Source: an optimization exercise on an open RTL-to-GDS flow (aim: small area, a short achievable clock period and few clock cycles per item). Production flows keep margins and buffers that such runs may drop.
Only simulation tests tie the RTL to the original design; equivalence was not proved.
No activity file was given, so power comes from the tool's default toggle rates.

### run.sh
#!/bin/bash
# synth_recipe.tcl (not shown) runs the flow's synth.tcl, then flattens the netlist and writes it again
# the make line also repeats each setting of config.mk as NAME=value (left out here)
make -C /OpenROAD-flow-scripts/flow DESIGN_CONFIG=/design/flow/config.mk WORK_HOME=/design/flow/orfs CLKGATE_MAP_FILE= SYNTH_SCRIPT=/design/flow/synth_recipe.tcl finish
### config.mk
export PLATFORM = sky130hd
export DESIGN_NAME = fft_top
export DESIGN_NICKNAME = fft_top
export VERILOG_FILES = /design/flow/design.v
export SDC_FILE = /design/flow/constraint.sdc
export NUM_CORES = 4
export LEC_CHECK = 0
export CAP_MARGIN = 20
export CORE_MARGIN = 2
export CORE_UTILIZATION = 40
export SLEW_MARGIN = 20
### design.v
package fft_pkg;
    localparam int N_POINTS   = 16;
    localparam int CREDIT_MAX = 4;
    localparam int SKID_DEPTH = 13;
    localparam int STALL_LEN  = 56;
endpackage
module twiddle_rotator
#(
    parameter int WI = 13,
    parameter int WO = 14
)
(
    input  logic [2*WI-1:0] x_i,
    input  logic [2:0]      m_i,
    output logic [2*WO-1:0] y_o
);
    logic signed [WO-1:0] re, im;
    logic signed [WO-1:0] c22_re, c22_im, s22_re, s22_im, c45_re, c45_im;
    logic signed [WO-1:0] yr, yi;
    assign re = {{(WO-WI){x_i[2*WI-1]}}, x_i[2*WI-1:WI]};
    assign im = {{(WO-WI){x_i[WI-1]}}, x_i[WI-1:0]};
    assign c22_re = re - (re >>> 4) - (re >>> 6);
    assign c22_im = im - (im >>> 4) - (im >>> 6);
    assign s22_re = (re >>> 1) - (re >>> 3);
    assign s22_im = (im >>> 1) - (im >>> 3);
    assign c45_re = re - (re >>> 2) - (re >>> 4) + (re >>> 6);
    assign c45_im = im - (im >>> 2) - (im >>> 4) + (im >>> 6);
    always_comb
    begin
        case (m_i)
            3'd1: begin yr = c22_re + s22_im; yi = c22_im - s22_re; end
            3'd2: begin yr = c45_re + c45_im; yi = c45_im - c45_re; end
            3'd3: begin yr = s22_re + c22_im; yi = s22_im - c22_re; end
            3'd4: begin yr = im;              yi = -re;             end
            3'd5: begin yr = c22_im - s22_re; yi = -s22_im - c22_re; end
            3'd6: begin yr = c45_im - c45_re; yi = -c45_im - c45_re; end
            3'd7: begin yr = s22_im - c22_re; yi = -c22_im - s22_re; end
            default: begin yr = re; yi = im; end
        endcase
    end
    assign y_o = {yr, yi};
endmodule
module fft_top
(
    input  logic                clk,
    input  logic                rst_n,
    input  logic                in_valid_i,
    input  logic [23:0]         din_i,
    output logic                in_ready_o,
    input  logic                credit_i,
    output logic                out_valid_o,
    output logic [31:0]         dout_o
);
    localparam int SK = fft_pkg::SKID_DEPTH;
    logic        adv;            
    logic [3:0]  pp;             
    logic [2:0]  fv;             
    logic [2:0]  cc;             
    logic [5:0]  st;             
    logic        vb;             
    logic        ov;             
    logic        ir;             
    logic [3:0]  sb;             
    logic [23:0] din_q;
    logic        dv_q;
    logic [23:0] sk [SK];
    logic        push, pop;
    logic [23:0] xin;
    logic        xv;
    always_ff @(posedge clk)
        din_q <= din_i;
    assign push = dv_q && (!adv || (sb != 4'd0));
    assign pop  = adv && (sb != 4'd0);
    always_ff @(posedge clk)
    begin
        if (push)
        begin
            sk[0] <= din_q;
            for (int i = 1; i < SK; i++)
                sk[i] <= sk[i-1];
        end
    end
    assign xin = (sb != 4'd0) ? sk[sb - 4'd1] : din_q;
    assign xv  = (sb != 4'd0) || dv_q;
    logic [25:0] l3 [8];
    logic [25:0] l3_in, o3;
    logic signed [12:0] x3r, x3i, a3r, a3i;
    logic [25:0] p3;
    logic [2:0]  m3;
    logic [27:0] r3, q3;
    assign x3r = {xin[23], xin[23:12]};
    assign x3i = {xin[11], xin[11:0]};
    assign a3r = l3[7][25:13];
    assign a3i = l3[7][12:0];
    always_comb
    begin
        if (!adv)
            l3_in = l3[7];
        else if (!pp[3])
            l3_in = {x3r, x3i};
        else
            l3_in = {a3r - x3r, a3i - x3i};
    end
    assign o3 = pp[3] ? {a3r + x3r, a3i + x3i} : l3[7];
    always_ff @(posedge clk)
    begin
        l3[0] <= l3_in;
        for (int i = 1; i < 8; i++)
            l3[i] <= l3[i-1];
        if (adv)
        begin
            p3 <= o3;
            m3 <= pp[3] ? 3'd0 : pp[2:0];
            q3 <= r3;
        end
    end
    twiddle_rotator #(.WI(13), .WO(14)) u_rot3 (.x_i(p3), .m_i(m3), .y_o(r3));
    logic [3:0]  i2;
    logic [29:0] l2 [4];
    logic [29:0] l2_in, o2;
    logic signed [14:0] y2r, y2i, a2r, a2i;
    logic [29:0] p2, r2, q2;
    logic [2:0]  m2;
    assign i2  = pp + 4'd6;
    assign y2r = {q3[27], q3[27:14]};
    assign y2i = {q3[13], q3[13:0]};
    assign a2r = l2[3][29:15];
    assign a2i = l2[3][14:0];
    always_comb
    begin
        if (!adv)
            l2_in = l2[3];
        else if (!i2[2])
            l2_in = {y2r, y2i};
        else
            l2_in = {a2r - y2r, a2i - y2i};
    end
    assign o2 = i2[2] ? {a2r + y2r, a2i + y2i} : l2[3];
    always_ff @(posedge clk)
    begin
        l2[0] <= l2_in;
        for (int i = 1; i < 4; i++)
            l2[i] <= l2[i-1];
        if (adv)
        begin
            p2 <= o2;
            m2 <= i2[2] ? 3'd0 : {i2[1:0], 1'b0};
            q2 <= r2;
        end
    end
    twiddle_rotator #(.WI(15), .WO(15)) u_rot2 (.x_i(p2), .m_i(m2), .y_o(r2));
    logic [31:0] l1 [2];
    logic [31:0] l1_in, o1, p1;
    logic signed [15:0] y1r, y1i, a1r, a1i;
    assign y1r = {q2[29], q2[29:15]};
    assign y1i = {q2[14], q2[14:0]};
    assign a1r = l1[1][31:16];
    assign a1i = l1[1][15:0];
    always_comb
    begin
        if (!adv)
            l1_in = l1[1];
        else if (!pp[1])
            l1_in = {y1r, y1i};
        else if (pp[0])
            l1_in = {a1i - y1i, y1r - a1r};
        else
            l1_in = {a1r - y1r, a1i - y1i};
    end
    assign o1 = pp[1] ? {a1r + y1r, a1i + y1i} : l1[1];
    always_ff @(posedge clk)
    begin
        l1[0] <= l1_in;
        l1[1] <= l1[0];
        if (adv)
            p1 <= o1;
    end
    logic [3:0]  i0;
    logic [31:0] l0, l0_in, o0, p0;
    logic [15:0] y0r, y0i, a0r, a0i;
    assign i0  = pp + 4'd13;
    assign y0r = p1[31:16];
    assign y0i = p1[15:0];
    assign a0r = l0[31:16];
    assign a0i = l0[15:0];
    always_comb
    begin
        if (!adv)
            l0_in = l0;
        else if (!i0[0])
            l0_in = p1;
        else
            l0_in = {a0r - y0r, a0i - y0i};
    end
    assign o0 = i0[0] ? {a0r + y0r, a0i + y0i} : l0;
    always_ff @(posedge clk)
    begin
        l0 <= l0_in;
        if (adv)
            p0 <= o0;
    end
    logic [3:0]  ta, ub;
    logic        ca, cb;
    logic [31:0] la [7];
    logic [31:0] lb [2];
    logic [31:0] oa, ob, dout_q;
    assign ta = pp + 4'd11;
    assign ca = ta[3] && !ta[0];
    assign oa = ca ? p0 : la[6];
    assign ub = pp + 4'd4;
    assign cb = ub[2] && !ub[1];
    assign ob = cb ? oa : lb[1];
    always_ff @(posedge clk)
    begin
        la[0] <= (!adv || ca) ? la[6] : p0;
        for (int i = 1; i < 7; i++)
            la[i] <= la[i-1];
        lb[0] <= (!adv || cb) ? lb[1] : oa;
        lb[1] <= lb[0];
        if (adv)
            dout_q <= ob;
    end
    assign dout_o = dout_q;
    logic [3:0] pp_n, sb_n;
    logic [2:0] fv_n, cc_n;
    logic [5:0] st_n;
    logic       vb_n, adv_n;
    always_comb
    begin
        pp_n = pp + {3'd0, adv};
        fv_n = fv;
        if (adv && (pp == 4'd15))
            fv_n = {fv[1], fv[0], 1'b0};
        else if (adv && (pp == 4'd0))
            fv_n = {fv[2:1], xv};
        vb_n  = (pp_n == 4'd15) ? fv_n[1] : fv_n[2];
        cc_n  = cc + {2'd0, credit_i} - {2'd0, ov};
        if (st != 6'd0)
            st_n = st - 6'd1;
        else if (!adv)
            st_n = 6'(fft_pkg::STALL_LEN - 1);
        else
            st_n = 6'd0;
        adv_n = (st_n == 6'd0) && !(vb_n && (cc_n == 3'd0));
        sb_n  = sb + {3'd0, push} - {3'd0, pop};
    end
    always_ff @(posedge clk or negedge rst_n)
    begin
        if (!rst_n)
        begin
            dv_q <= 1'b0;
            sb   <= '0;
            pp   <= '0;
            fv   <= '0;
            cc   <= '0;
            st   <= '0;
            adv  <= 1'b1;
            vb   <= 1'b0;
            ov   <= 1'b0;
            ir   <= 1'b0;
        end
        else
        begin
            dv_q <= in_valid_i;
            sb   <= sb_n;
            pp   <= pp_n;
            fv   <= fv_n;
            cc   <= cc_n;
            st   <= st_n;
            adv  <= adv_n;
            vb   <= vb_n;
            ov   <= vb_n && adv_n;
            ir   <= adv_n && (pp_n == 4'd15) && (sb_n == 4'd0)
                    && ((cc_n == 3'(fft_pkg::CREDIT_MAX)) || (fv_n[1:0] == 2'b00));
        end
    end
    assign out_valid_o = ov;
    assign in_ready_o  = ir;
endmodule
### constraint.sdc
create_clock -name core_clock -period 12.0 [get_ports {clk}]
set_input_delay 2.4000 -clock core_clock [delete_from_list [all_inputs] [get_ports {clk}]]
set_output_delay 2.4000 -clock core_clock [all_outputs]
set_load 0.01 [all_outputs]
==> results.txt <==
status=no timing/DRC/antenna violations; Setup crit end kind=register; average routed wire per standard cell=19.0 µm; count of input and output buffers=61; ratio of routed vias to standard cells=5.25; PD cells=161 nW/µm²; HPWL after detailed placement=119000 µm; starting utilization of the core area=0.402; Chip Width=413 µm; end-of-flow core utilization=0.446; site row count=150; count of antenna-violating nets left after detailed routing=0; maximum fanout along the worst path=9; proportion of synthesized flip-flops having asynchronous set or reset=0.0186; Std-Cell Core Area=167000 µm²; class of the most critical setup path=register to register; highest ir drop seen on vdd=201 µV; top flip-flop cell by instance count after synthesis=sky130_fd_sc_hd__dfxtp_1; Longest Clk Path Bufs=3; library cells used by synthesis=94; Starting DRT DRC Count=3683; reported max-cap violation count=0; filler cell count=15492; Slew headroom=0.250; post-CTS resize count=0; first-pass iteration count of the detailed router=6; number of levels the H-tree was split into=4; setup repair after global routing missed its margin=false; FF-to-FF Start=p3[17]$_DFFE_PP_; final setup skew=51.9 ps; ports placed on the boundary=62; worst min-delay path class=register to register; antenna violations before repair=2; required time worst endpoint=12520 ps; nature of the critical path startpoint=register; routed wire length=167000 µm; share of layout cells above drive strength 1=0.0586; worst min-delay path endpoint=l3[4][21]$_DFF_P_; leak pwr=30.8 nW; number of max-slew violations in the final report=0; Ant. Diodes=0; overflow left after global routing=0; residual DRC count=0; Final period util=0.598; maximum single-stage delay on the critical path=550 ps; Final TNS setup=0 ps; TritonCTS clock tree=built; global-route usage over all layers=0.194; CP max-delay cell=sky130_fd_sc_hd__edfxtp_1; flop and latch count out of synthesis=1287; endpoint of the worst-slack reg-to-reg timing path=q3[13]$_DFFE_PP_; Met3 Wirelength=8450 µm; mean post-synth cell area=10.4 µm²; wire length of the first global-routing pass=261000 µm; Worst Path Arrival=7700 ps; slew at the pin closest to its max-slew limit=1120 ps; Fmax achieved=0.139 GHz; cell seen most often among critical-path stages=sky130_fd_sc_hd__inv_1; number of failing hold endpoints at the final stage=0; synthesis warning total=9; clock transition time at the flip-flop clock pins of the worst setup and hold paths=70 ps; Inst Count DP=8517; floorplan die height=413 µm; clock root buffer master=sky130_fd_sc_hd__clkbuf_16; wire length on met1=75700 µm; worst r2r path cells=28; overall die area=171000 µm²; EDFF count, synth=559; pin count of the biggest net entering global routing=186; GP Congestion=0.956; vias in the first global route=45372; final number of setup-violating endpoints=0; cell depth of the worst min-delay path=0; clock tree sinks=1287; netlist area before placement=67000 µm²; net count of the finished layout=7212; post-route minimum period=7180 ps; post-CTS repair timing setup buffer count=0; sequential cell area fraction in the yosys report=0.470; top routing layer used=met5; routed vias=46088; flop-to-flop setup slack=4820 ps; Post-Layout Cell Count=8773; Post-Synthesis Net Count=7230; quantity of hold-fixing buffers added after cts=0; Gate Count Post-Synth=6471; clock latency (worst-skew pair)=770 ps; TritonCTS buffer count=138; total power draw=11.9 mW; worst min-delay path startpoint=l3[3][21]$_DFF_P_; worst hold margin=300 ps; met2 wire length=77100 µm; Layout area overhead=11.1%
==> critical path, delay by kind of cell, from the launching register on <==
family,cells,cell delay [ps]
adder cells (fa/ha/maj),6,2370
AND/OR/NAND/NOR,6,1540
AO/OA/AOI/OAI,8,1300
buffers and inverters,5,700
flip-flops,1,550
XOR/XNOR,3,500
==> cells in the mapped netlist (32+ instances only) <==
cell	number	share of area
sky130_fd_sc_hd__xor2_1	119	0.016
sky130_fd_sc_hd__mux2i_1	105	0.016
sky130_fd_sc_hd__nor3_1	109	0.0081
sky130_fd_sc_hd__fa_1	145	0.043
sky130_fd_sc_hd__ha_1	586	0.11
sky130_fd_sc_hd__or3_1	40	0.0037
sky130_fd_sc_hd__nand2b_1	67	0.0063
sky130_fd_sc_hd__nand2_1	400	0.022
sky130_fd_sc_hd__o21bai_1	70	0.0078
sky130_fd_sc_hd__o21ai_0	350	0.026
sky130_fd_sc_hd__clkbuf_1	202	0.011
sky130_fd_sc_hd__nor2_1	501	0.028
sky130_fd_sc_hd__a31oi_1	57	0.0053
sky130_fd_sc_hd__nand3_1	71	0.0053
sky130_fd_sc_hd__a211oi_1	67	0.0075
sky130_fd_sc_hd__edfxtp_1	559	0.25
sky130_fd_sc_hd__a22oi_1	34	0.0038
sky130_fd_sc_hd__xnor2_1	335	0.044
sky130_fd_sc_hd__o21a_1	32	0.0036
sky130_fd_sc_hd__a21oi_1	523	0.039
sky130_fd_sc_hd__mux2_2	52	0.0087
sky130_fd_sc_hd__buf_1	46	0.0026
sky130_fd_sc_hd__inv_1	607	0.034
sky130_fd_sc_hd__a21o_1	85	0.0095
sky130_fd_sc_hd__dfxtp_1	704	0.21
sky130_fd_sc_hd__o211ai_1	45	0.0050
sky130_fd_sc_hd__o22ai_1	49	0.0046
sky130_fd_sc_hd__nor2b_1	67	0.0063
==> cell type report <==
class / instances / area [µm²] / area share
flip-flops and latches: 1287 / 31500 / 0.423
repair buffers: 103 / 958 / 0.0129
multi-input cells: 4311 / 32300 / 0.434
clock inverters: 69 / 738 / 0.00992
well taps: 2204 / 2760 / 0.0371
inverters: 612 / 2300 / 0.0310
clock buffers: 187 / 3880 / 0.0522
==> metrics by stage <==
step | setup WS, ps | instance area, µm²
after floorplan | 2150 | 67000
after global placement | 4910 | 69800
after detailed placement | 4880 | 69800
after CTS | 4890 | 74400
after global routing | 4390 | 74400
final | 4820 | 74400
==> cell usage in the layout, fill, tap and decap left out, types with 18 or more instances in the layout <==
cell,netlist,routed
sky130_fd_sc_hd__buf_4,1,39
sky130_fd_sc_hd__clkinv_2,0,21
sky130_fd_sc_hd__o21bai_1,70,70
sky130_fd_sc_hd__a222oi_1,31,31
sky130_fd_sc_hd__mux2i_1,105,105
sky130_fd_sc_hd__nor2b_1,67,67
sky130_fd_sc_hd__o22ai_1,49,49
sky130_fd_sc_hd__nand3_1,71,71
sky130_fd_sc_hd__o31ai_1,31,31
sky130_fd_sc_hd__o21a_1,32,32
sky130_fd_sc_hd__o21ai_0,350,350
sky130_fd_sc_hd__a31oi_1,57,57
sky130_fd_sc_hd__ha_1,586,585
sky130_fd_sc_hd__nand2b_1,67,66
sky130_fd_sc_hd__a21o_1,85,85
sky130_fd_sc_hd__nor2_1,501,499
sky130_fd_sc_hd__fa_1,145,145
sky130_fd_sc_hd__nand2_1,400,399
sky130_fd_sc_hd__and3_1,27,27
sky130_fd_sc_hd__nor3_1,109,108
sky130_fd_sc_hd__a21oi_1,523,523
sky130_fd_sc_hd__o211ai_1,45,45
sky130_fd_sc_hd__a221oi_1,19,19
sky130_fd_sc_hd__dfxtp_1,704,704
sky130_fd_sc_hd__inv_1,607,605
sky130_fd_sc_hd__nor4_1,18,18
sky130_fd_sc_hd__a211oi_1,67,67
sky130_fd_sc_hd__mux2_2,52,52
sky130_fd_sc_hd__clkbuf_1,202,30
sky130_fd_sc_hd__a22oi_1,34,34
sky130_fd_sc_hd__clkdlybuf4s50_1,0,60
sky130_fd_sc_hd__xnor2_1,335,333
sky130_fd_sc_hd__clkbuf_16,0,143
sky130_fd_sc_hd__edfxtp_1,559,559
sky130_fd_sc_hd__dfrtp_1,23,20
sky130_fd_sc_hd__or3_1,40,40
sky130_fd_sc_hd__xor2_1,119,119
==> layer usage <==
| metal | vias to the layer above | track usage |
|---|---|---|
| met3 | 302 | 0.0323 |
| met2 | 1130 | 0.316 |
| met4 | 4 | 0.0676 |
| met1 | 22136 | 0.261 |
| met5 | - | 0 |
| li1 | 22516 | - |
==> flip-flops by register name, indices dropped and copies added, names as in the netlist, 28 cells and up <==
signal	count
q2	30
q3	28
la	224
p1	32
l2	120
l1	64
l0	32
p0	32
dout_q	32
lb	64
p2	30
l3	208
sk	312
==> where the power goes <==
group	switching (mW)	total (mW)	internal, mW
Sequential	0.0701	4.72	4.65
Combinational	1.83	2.97	1.15
Clock	1.83	4.25	2.43
==> worst max path at each step <==
stage	slack, ps	endpoint	startpoint	depth (start not counted)
after floorplan	2150	sk[0][0]$_DFFE_PP_	adv$_DFF_PN1_	3
after global placement	4910	q3[13]$_DFFE_PP_	p3[17]$_DFFE_PP_	28
after detailed placement	4880	q3[13]$_DFFE_PP_	p3[17]$_DFFE_PP_	28
after CTS	4890	q3[13]$_DFFE_PP_	p3[17]$_DFFE_PP_	28
after global routing	4390	q3[13]$_DFFE_PP_	p3[17]$_DFFE_PP_	28
final	4820	q3[13]$_DFFE_PP_	p3[17]$_DFFE_PP_	28
==> cell families after synthesis <==
kind of cell | after synthesis | share of synthesized area
xor+xnor | 457 | 0.0601
flops | 1287 | 0.470
fa+ha+maj | 731 | 0.153
buf+inv | 873 | 0.0493
mux | 163 | 0.0264
simple gates | 1378 | 0.0929
compound gates | 1582 | 0.149
Testbench counts, summed over its fixed seeds: cycles 3,264, frames 192.

## port drivers added, routing unchanged
Ports are ideal in the flow. The routed layout listed here was re-timed in OpenROAD.
Step 1, drivers: a clkbuf_16 drives clk and a buf_2 each remaining input, both assumed.
Step 2 adds t to the input delays and takes it off the output delays; t is the mean of the earliest and latest rising clock arrival at the registers after step 1. Input paths then give back, and output paths get back, about the clock's delay inside the block.
Three values: ideal ports, drivers, drivers and shift; two values: the first two.
t (ns): 0.831
setup slack, ns: 4.822 / 4.822 / 4.822
clock arrival spread, ns: 0.063 / 0.063
worst register clock-pin slew, ns: 0.07 / 0.07
After both steps setup and hold are still met in this run. The setup slack of this run moves by 0.000 ns with the drivers and by 0.000 ns with both steps.
